Context: an optimization exercise on an open-source flow, tuned for small area. The choices shown serve that exercise and are no tape-out recipe.
The RTL was checked by simulation tests, not by an equivalence proof against the original design.
Power and IR drop assume default switching activity.

--- flow/standard.sh ---
#!/bin/bash
# synth_recipe.tcl (not shown) runs the flow's synth.tcl, then flattens the netlist and writes it again
# the make line also repeats each setting of config.mk as NAME=value (left out here)
make -C /OpenROAD-flow-scripts/flow DESIGN_CONFIG=/design/flow/config.mk WORK_HOME=/design/flow/orfs CLKGATE_MAP_FILE= SYNTH_SCRIPT=/design/flow/synth_recipe.tcl "${@:-finish}"
--- flow/config.mk ---
export PLATFORM = sky130hd
export DESIGN_NAME = capture_framer
export DESIGN_NICKNAME = capture_framer
export VERILOG_FILES = /design/flow/design.v
export SDC_FILE = /design/flow/constraint.sdc
export NUM_CORES = 4
export LEC_CHECK = 0
export ABC_AREA = 1
export ABC_CLOCK_PERIOD_IN_PS = 7000
export CAP_MARGIN = 20
export CORE_MARGIN = 2
export CORE_UTILIZATION = 62
export CTS_BUF_LIST = sky130_fd_sc_hd__clkbuf_8
export CTS_CLUSTER_DIAMETER = 90
export CTS_CLUSTER_SIZE = 20
export PLACE_DENSITY = 0.7
export SLEW_MARGIN = 20
export SYNTH_HIERARCHICAL = 1
--- flow/flow/run.sh ---
#!/bin/bash
set -euo pipefail
export PRE_FLOORPLAN_TCL="$PWD/flow/pre_floorplan.tcl"
export BUFFER_PORTS_ARGS="-buffer_cell sky130_fd_sc_hd__buf_1"
export CTS_ARGS="-sink_clustering_enable -repair_clock_nets -buf_list sky130_fd_sc_hd__clkbuf_8 -sink_clustering_size 20 -sink_clustering_max_diameter 90 -dont_use_dummy_load"
bash standard.sh > standard.log 2>&1
--- flow/design.v ---
package scope_pkg;
    localparam logic [7:0] FRAME_HDR = 8'hA5;
    localparam int unsigned SET_EN_BIT   = 0;
    localparam int unsigned SET_MODE_LSB = 1;
    localparam int unsigned SET_MODE_MSB = 2;
    localparam int unsigned SET_TRIG_LSB = 3;
    localparam int unsigned SET_TRIG_MSB = 7;
endpackage
module frame_buffer #(
    parameter int unsigned NUM_CH    = 2,
    parameter int unsigned SAMPLE_W  = 12,
    parameter int unsigned FRAME_LEN = 64,
    localparam int unsigned WORD_W   = NUM_CH * SAMPLE_W
) (
    input  logic              clk,
    input  logic              reset,
    input  logic              shift,
    input  logic [WORD_W-1:0] wr_data,
    output logic [WORD_W-1:0] head,     
    output logic              pol
);
    logic [FRAME_LEN*WORD_W-1:0] sr, prev;
    assign prev = {sr[(FRAME_LEN-1)*WORD_W-1:0], wr_data ^ {WORD_W{pol}}};
    always_ff @(posedge clk) begin
        sr <= ~(shift ? prev : sr);
        if (reset) pol <= 1'b0;
        else       pol <= ~pol;
    end
    assign head = sr[FRAME_LEN*WORD_W-1 -: WORD_W];
endmodule
module capture_framer #(
    parameter int unsigned NUM_CH    = 2,
    parameter int unsigned SAMPLE_W  = 12,
    parameter int unsigned FRAME_LEN = 64
) (
    input  logic                       clk,
    input  logic                       reset,
    input  logic [7:0]                 settings,
    input  logic [SAMPLE_W-1:0]        trig_level,
    input  logic                       sample_valid,
    input  logic [NUM_CH*SAMPLE_W-1:0] samples,
    output logic [7:0]                 tx_data,
    output logic                       tx_valid,
    input  logic                       tx_ready,
    output logic                       busy,
    output logic                       overrun
);
    localparam int unsigned IDX_W = $clog2(FRAME_LEN);
    typedef enum logic [2:0] {
        IDLE,
        ARMED,
        CAPTURE,
        SEND_HDR,
        SEND_CFG,
        SEND_DATA,
        SEND_SUM,
        DONE
    } state_t;
    state_t              state, state_nxt;
    logic [7:1]          set_q;        
    logic [SAMPLE_W-1:0] level_q;
    logic                prev_ge;      
    logic                have_prev;
    logic [IDX_W-1:0]    idx;          
    logic [1:0]          bsel;         
    logic [7:0]          csum;
    logic                tx_valid_nxt;
    logic                overrun_nxt;
    logic                en, take, free_run, trig_ch1;
    logic [SAMPLE_W-1:0] trig_curr;
    logic                curr_ge, trig_hit;
    logic                store, shift, idx_last;
    logic [NUM_CH*SAMPLE_W-1:0] head;
    logic [7:0]          data_byte;
    logic                pol;
    frame_buffer #(
        .NUM_CH    (NUM_CH),
        .SAMPLE_W  (SAMPLE_W),
        .FRAME_LEN (FRAME_LEN)
    ) u_buf (
        .clk     (clk),
        .reset   (reset),
        .shift   (shift),
        .wr_data (samples),
        .head    (head),
        .pol     (pol)
    );
    assign en       = settings[scope_pkg::SET_EN_BIT];
    assign take     = tx_valid && tx_ready;
    assign free_run = (set_q[2:1] == 2'b00);
    assign trig_ch1 = (set_q[7:3] == 5'd1);
    assign trig_curr = trig_ch1 ? samples[2*SAMPLE_W-1:SAMPLE_W] : samples[SAMPLE_W-1:0];
    always_comb begin
        curr_ge = 1'b1;
        for (int i = 0; i < SAMPLE_W; i++) begin
            curr_ge = (trig_curr[i] & ~level_q[i]) | ((trig_curr[i] | ~level_q[i]) & curr_ge);
        end
    end
    assign trig_hit = (set_q[2:1] == 2'b10) ? (prev_ge && !curr_ge) : (!prev_ge && curr_ge);
    assign idx_last = (idx == IDX_W'(FRAME_LEN - 1));
    assign store = en && sample_valid &&
                   ((state == CAPTURE) || (state == ARMED && !free_run && have_prev && trig_hit));
    assign shift = store || (state == SEND_DATA && take && bsel == 2'd3);
    always_comb begin
        case (bsel)
            2'd0: data_byte = head[7:0] ^ {8{pol}};
            2'd1: data_byte = {4'h0, head[11:8] ^ {4{pol}}};
            2'd2: data_byte = head[19:12] ^ {8{pol}};
            default: data_byte = {4'h0, head[23:20] ^ {4{pol}}};
        endcase
        case (state)
            SEND_CFG:  tx_data = {set_q, 1'b1};
            SEND_DATA: tx_data = data_byte;
            SEND_SUM:  tx_data = csum;
            default:   tx_data = scope_pkg::FRAME_HDR;
        endcase
    end
    always_comb begin
        state_nxt    = state;
        tx_valid_nxt = tx_valid;
        overrun_nxt  = overrun | sample_valid;
        case (state)
            IDLE: begin
                if (en) begin
                    state_nxt   = ARMED;
                    overrun_nxt = 1'b0;
                end
            end
            ARMED: begin
                overrun_nxt = overrun;
                if (!en)           state_nxt = IDLE;
                else if (free_run) state_nxt = CAPTURE;
                else if (store)    state_nxt = CAPTURE;
            end
            CAPTURE: begin
                overrun_nxt = overrun;
                if (!en)                    state_nxt = IDLE;
                else if (store && idx_last) state_nxt = SEND_HDR;
            end
            SEND_HDR: begin
                tx_valid_nxt = 1'b1;
                if (take) state_nxt = SEND_CFG;
            end
            SEND_CFG: begin
                if (take) state_nxt = SEND_DATA;
            end
            SEND_DATA: begin
                if (take && idx_last && bsel == 2'd3) state_nxt = SEND_SUM;
            end
            SEND_SUM: begin
                if (take) begin
                    tx_valid_nxt = 1'b0;
                    if (set_q[2:1] == 2'b11) state_nxt = DONE;
                    else if (en)             state_nxt = ARMED;
                    else                     state_nxt = IDLE;
                end
            end
            default: begin   
                if (!en) state_nxt = IDLE;
            end
        endcase
    end
    assign busy = (state != IDLE) && (state != DONE);
    always_ff @(posedge clk) begin
        if (reset) begin
            state    <= IDLE;
            tx_valid <= 1'b0;
            overrun  <= 1'b0;
        end else begin
            state    <= state_nxt;
            tx_valid <= tx_valid_nxt;
            overrun  <= overrun_nxt;
        end
    end
    always_ff @(posedge clk) begin
        if (state == IDLE && en) begin
            set_q   <= settings[7:1];
            level_q <= trig_level;
        end
        if (state == ARMED && sample_valid) begin
            prev_ge <= curr_ge;
        end
        have_prev <= (state == ARMED) && (have_prev || sample_valid);
        idx       <= ((state == ARMED) ? '0 : idx) + IDX_W'(shift);
        bsel      <= (state == SEND_DATA) ? bsel + 2'(take) : 2'd0;
        if (state == SEND_HDR) begin
            csum <= scope_pkg::FRAME_HDR;
        end else if (take) begin
            csum <= csum ^ tx_data;
        end
    end
endmodule
--- flow/constraint.sdc ---
create_clock -name core_clock -period 7.0 [get_ports {clk}]
set_input_delay 1.4000 -clock core_clock [delete_from_list [all_inputs] [get_ports {clk}]]
set_output_delay 1.4000 -clock core_clock [all_outputs]
set_load 0.01 [all_outputs]
--- flow/flow/pre_floorplan.tcl ---
# Technology remapping before floorplanning.
#
# 1. Remove the buffers synthesis inserted; placement rebuffers against real
#    wire loads.
# 2. Each frame buffer bit computes ~(shift ? prev : own). Synthesis maps that
#    onto two or three small gates per bit; here it becomes one o22ai cell,
#    ~((shift | own) & (shift_n | prev)), with one shared inverter making
#    shift_n. The old per-bit logic is left without loads and deleted.
# 3. Every remaining combinational cell goes to the smallest cell of its
#    family; repair_design and repair_timing size up what needs it.
set db [ord::get_db]
set block [ord::get_db_block]

remove_buffers

proc master {name} {
  set m [[ord::get_db] findMaster $name]
  if {$m eq "NULL" || $m eq ""} { error "no master $name" }
  return $m
}

set shift [$block findNet "shift"]
if {$shift eq "NULL" || $shift eq ""} { error "no net named shift" }
set pol_net ""
set flops [dict create]
foreach inst [$block getInsts] {
  set n [$inst getName]
  if {[regexp {^u_buf\.sr\\?\[([0-9]+)\\?\]} $n -> i]} {
    dict set flops $i $inst
  } elseif {[regexp {^u_buf\.pol} $n]} {
    set pol_net [[$inst findITerm Q] getNet]
  }
}
set nbits [dict size $flops]
puts "pre_floorplan: $nbits frame buffer bits"
if {$nbits != 1536 || $pol_net eq ""} { error "unexpected frame buffer netlist" }

set inv [odb::dbInst_create $block [master sky130_fd_sc_hd__inv_1] "fb_shift_inv"]
set shift_n [odb::dbNet_create $block "fb_shift_n"]
[$inv findITerm A] connect $shift
[$inv findITerm Y] connect $shift_n

set o22 [master sky130_fd_sc_hd__o22ai_1]
set xor [master sky130_fd_sc_hd__xor2_1]
for {set i 0} {$i < $nbits} {incr i} {
  set ff [dict get $flops $i]
  set own [[$ff findITerm Q] getNet]
  if {$i >= 24} {
    set prev [[[dict get $flops [expr {$i - 24}]] findITerm Q] getNet]
  } else {
    set in [$block findNet "samples\[$i\]"]
    if {$in eq "NULL" || $in eq ""} { error "no net samples\[$i\]" }
    set x [odb::dbInst_create $block $xor "fb_in_xor_$i"]
    set prev [odb::dbNet_create $block "fb_in_$i"]
    [$x findITerm A] connect $in
    [$x findITerm B] connect $pol_net
    [$x findITerm X] connect $prev
  }
  set g [odb::dbInst_create $block $o22 "fb_sel_$i"]
  set dnet [odb::dbNet_create $block "fb_d_$i"]
  [$g findITerm A1] connect $shift
  [$g findITerm A2] connect $own
  [$g findITerm B1] connect $shift_n
  [$g findITerm B2] connect $prev
  [$g findITerm Y] connect $dnet
  set d [$ff findITerm D]
  $d disconnect
  $d connect $dnet
}

# Delete logic that no longer drives anything.
set removed 0
while {1} {
  set dead {}
  foreach inst [$block getInsts] {
    set m [$inst getMaster]
    if {[$m isSequential] || [$m getType] ne "CORE"} { continue }
    set outs 0
    set used 0
    foreach it [$inst getITerms] {
      if {![$it isOutputSignal]} { continue }
      incr outs
      set net [$it getNet]
      if {$net eq "NULL" || $net eq ""} { continue }
      if {[llength [$net getBTerms]] > 0} { set used 1; break }
      foreach other [$net getITerms] {
        if {[$other isInputSignal]} { set used 1; break }
      }
      if {$used} { break }
    }
    if {$outs > 0 && !$used} { lappend dead $inst }
  }
  if {[llength $dead] == 0} { break }
  foreach inst $dead {
    set nets {}
    foreach it [$inst getITerms] {
      set net [$it getNet]
      if {$net ne "NULL" && $net ne ""} { lappend nets $net }
    }
    odb::dbInst_destroy $inst
    incr removed
    foreach net $nets {
      if {[llength [$net getITerms]] == 0 && [llength [$net getBTerms]] == 0} {
        odb::dbNet_destroy $net
      }
    }
  }
}
puts "pre_floorplan: deleted $removed cells left without loads"

set n 0
foreach inst [$block getInsts] {
  set m [$inst getMaster]
  set name [$m getName]
  if {![regexp {^(sky130_fd_sc_hd__[a-z0-9]+)_([0-9]+)$} $name -> base drive]} { continue }
  if {[string match "*df*" $base] || [string match "*dl*" $base] || [string match "*buf*" $base] || [string match "*inv*" $base]} { continue }
  set best $m
  set barea [expr {[$m getWidth] * [$m getHeight]}]
  foreach d {0 1 2} {
    set c [$db findMaster ${base}_$d]
    if {$c eq "NULL" || $c eq ""} { continue }
    set a [expr {[$c getWidth] * [$c getHeight]}]
    if {$a < $barea} { set best $c; set barea $a }
  }
  if {$best ne $m} { $inst swapMaster $best; incr n }
}
puts "pre_floorplan: downsized $n cells"
==> summary.txt <==
[layer usage]
metal / up-vias / routed length, um / part of all wire (%)
met1: 12800 / 34000 / 50
met2: 277 / 30200 / 44
met4: 2 / 1230 / 1.8
met3: 98 / 2700 / 4.0
met5: - / 12 / 0.018
li1: 14000 / - / -
[critical path, delay by kind of cell, from the launching register on]
kind / cells / cell delay, ps
flops: 1 / 410
simple gates: 20 / 3430
buf+inv: 2 / 1180
compound gates: 1 / 150
[sequential cells by signal, indices dropped and copies added (netlist names)]
signal,cells
u_buf.sr,1536
level_q,12
csum,8
set_q,7
idx,6
state,3
bsel,2
have_prev,1
overrun,1
prev_ge,1
tx_valid,1
u_buf.pol,1
[worst max path at each step]
stage,start,end,slack (ps),cells past startpoint
after detailed placement,set_q[6]$_DFFE_PP_,u_buf.sr[243]$_DFF_P_,1630,23
after floorplan,samples[13],u_buf.sr[0]$_DFF_P_,-32930,20
after global routing,set_q[6]$_DFFE_PP_,u_buf.sr[995]$_DFF_P_,980,23
final,set_q[5]$_DFFE_PP_,u_buf.sr[1099]$_DFF_P_,1380,23
after CTS,set_q[5]$_DFFE_PP_,u_buf.sr[995]$_DFF_P_,1640,23
after global placement,samples[13],u_buf.sr[232]$_DFF_P_,1780,23
[where the power goes]
part	switching (mW)	internal, mW
Clock	2.40	1.14
Sequential	2.42	13.8
Combinational	1.65	2.50
[metrics by stage]
| step | worst slack, ps | utilization (%) |
|---|---|---|
| 2_1_floorplan | -32930 | - |
| 3_3_place_gp | 1780 | 65.2 |
| 3_5_place_dp | 1630 | 65.2 |
| 4_1_cts | 1640 | 67.0 |
| 5_1_grt | 976 | 67.0 |
| 6_report | 1380 | 67.0 |
[cell usage in the layout, fill, tap and decap left out, drive strengths merged]
| cell type | n |
|---|---|
| nand2 | 80 |
| xnor2 | 2 |
| o311ai | 1 |
| or2 | 8 |
| o21ai | 13 |
| inv | 35 |
| a21oi | 18 |
| a21o | 2 |
| nor3 | 7 |
| nand3 | 37 |
| or3 | 1 |
| a32oi | 3 |
| o22ai | 1538 |
| o21bai | 1 |
| dfxtp | 1559 |
| xor2 | 37 |
| edfxtp | 20 |
| ha | 3 |
| diode | 3 |
| o221ai | 3 |
| buf | 84 |
| o211ai | 1 |
| nand4 | 3 |
| a211oi | 2 |
| mux2i | 11 |
| clkinv | 4 |
| clkbuf | 88 |
| nor2 | 30 |
[layout make-up]
class	instances	area [um^2]
Multi-Input combinational cell	1801	11100
Sequential cell	1579	31800
Inverter	39	154
Timing Repair Buffer	84	588
Antenna cell	3	7.51
Tap cell	931	1160
Fill cell	5323	22700
Clock buffer	88	1210
==> flow_metrics.tcl <==
set metrics [dict create \
    hold_depth 1 \
    layoutNonFillerInstCount 4525 \
    crit_type "reg2reg" \
    reg2reg_slack_ps 1380 \
    setup_viol 0 \
    die_h_um 267 \
    hold_viol_final 0 \
    endpoint_kind "flop" \
    hp-start "u_buf.sr[1317]$_DFF_P_" \
    syn_inst 3419 \
    tns_ps 0 \
    max_cap_viol_count 0 \
    chipWidth_um 267 \
    cts_root_buf "clkbuf_8" \
    power.density_nw_per_um2 518 \
    h-tree-depth 3 \
    placed_cell_area_um2 44800 \
    layout_min_cycle_time_ps 5620 \
    grt-ovfl-total 0 \
    dp_cells 4434 \
    grt_pass1_vias 25400 \
    crit_path_start_kind "flop" \
    gr-max-usage-layer "met2" \
    path_clk_slew_ps 120 \
    crit_path_cell_trace "nor2_1 -> nand3_1 -> nand2_1 -> nand3_1 -> nand2_1 -> nand3_1 -> nand3_1 -> nand3_1 -> nand3_1 -> nand3_1 -> nand3_1 -> nand3_1 -> nand3_1 -> nand3_1 -> nand3_1 -> nand3_1 -> nand3_1 -> nand2_1 -> nand2_2 -> nand2_8 -> inv_8 -> buf_12 -> o22ai_1" \
    r2r_end "u_buf.sr[1099]$_DFF_P_" \
    dieArea_um2 71500 \
    fin_area_um2 46000 \
    ir_drop_v 0.000281 \
    dp_hpwl_um 39700 \
    hold_path.class "reg2reg" \
    track_usage_pct 18.7 \
    status "finished clean" \
    critical_path_arrival_ps 6140 \
    place_congestion 0.853 \
    drc 0 \
    hold_slack_ps 420 \
    slowest_delay_ps 670 \
    clock_latency_ps 710 \
    worst_clock_skew_ps 61.6 \
    worstRegToRegCells 23 \
    grt_max_degree 268 \
    r2r_start "set_q[5]$_DFFE_PP_" \
    firstDrtPassIters 5 \
    critical_path_peak_fanout 167 \
    worst_slew_pin_slew_ps 1300 \
    grt.met2_usage_pct 30.9 \
    initial_core_util_pct 62.6 \
    min_period_over_period_pct 80.2 \
    num_io_pins 59 \
    slowest_stage "nor2_1" \
    worstPathRequired_ps 7530 \
    drive_above_1_share_pct 3.54 \
    fin_nets 3644 \
    wire_per_inst_um 15.1 \
    coreArea_um2 68700 \
    relSlewSlack_pct 13.2 \
    grt_use_met1_pct 25.5 \
    hold_path_end "u_buf.sr[1341]$_DFF_P_" \
    power.total_mw 23.9 \
    grt_first_pass_wirelength_um 116000 \
    cts_sinks 1579 \
    syn_area_per_cell_um2 12.6 \
    slew_viol_final 0 \
    yosysWarnings 8 \
    wl_um 68100 \
    ctsResizeCount 0 \
    area_growth_pct 6.98 \
    grtUsageMet3_pct 3.41 \
    cts_made_buffers 88 \
    p_leak_nw 16.9 \
    num_vias 27200 \
    rsz0062_at_grt "false" \
    cts_buffer_depth 3 \
    num_rows 96 \
    drt-vias-per-instance 6.01 \
    netlist_area_um2 43000 \
    crit_top_cell "nand3_1" \
    postCtsSetupRepairBufs 0 \
    synth_nets 3470 \
    drt_iter0_markers 1668 \
    cts_tree "yes" \
    fmax_mhz 178 \
    numPortBuffers 58 \
    ant_nets 0 \
    antenna_found_initial 3 \
    postCtsHoldBufs 0 \
]

re-timing with driven ports:
How much do the figures lean on ideal ports? The routed layout below was timed once more, with nothing changed but the port constraints. Step 1 sets driving cells, clkbuf_16 on the clock port and buf_2 on the other inputs (assumed; they add their load-dependent delay and slew). Step 2 times the ports against the registers' clock, not the clock port: input delays grow and output delays shrink by t, the midpoint of the rising clock arrivals with the driver on. Slacks: ideal / step 1 / step 2; pairs: ideal / step 1.
t (ns): 0.735
setup WS [ns]: 1.383 / 1.383 / 1.383
worst setup path after step 2: register to register
clock arrival spread, ns: 0.068 / 0.068
slew at the worst register clock pin (ns): 0.12 / 0.12
After both steps setup and hold are still met in this run. For this run, drivers alone change the setup slack by 0.000 ns; drivers and shift together by 0.000 ns.
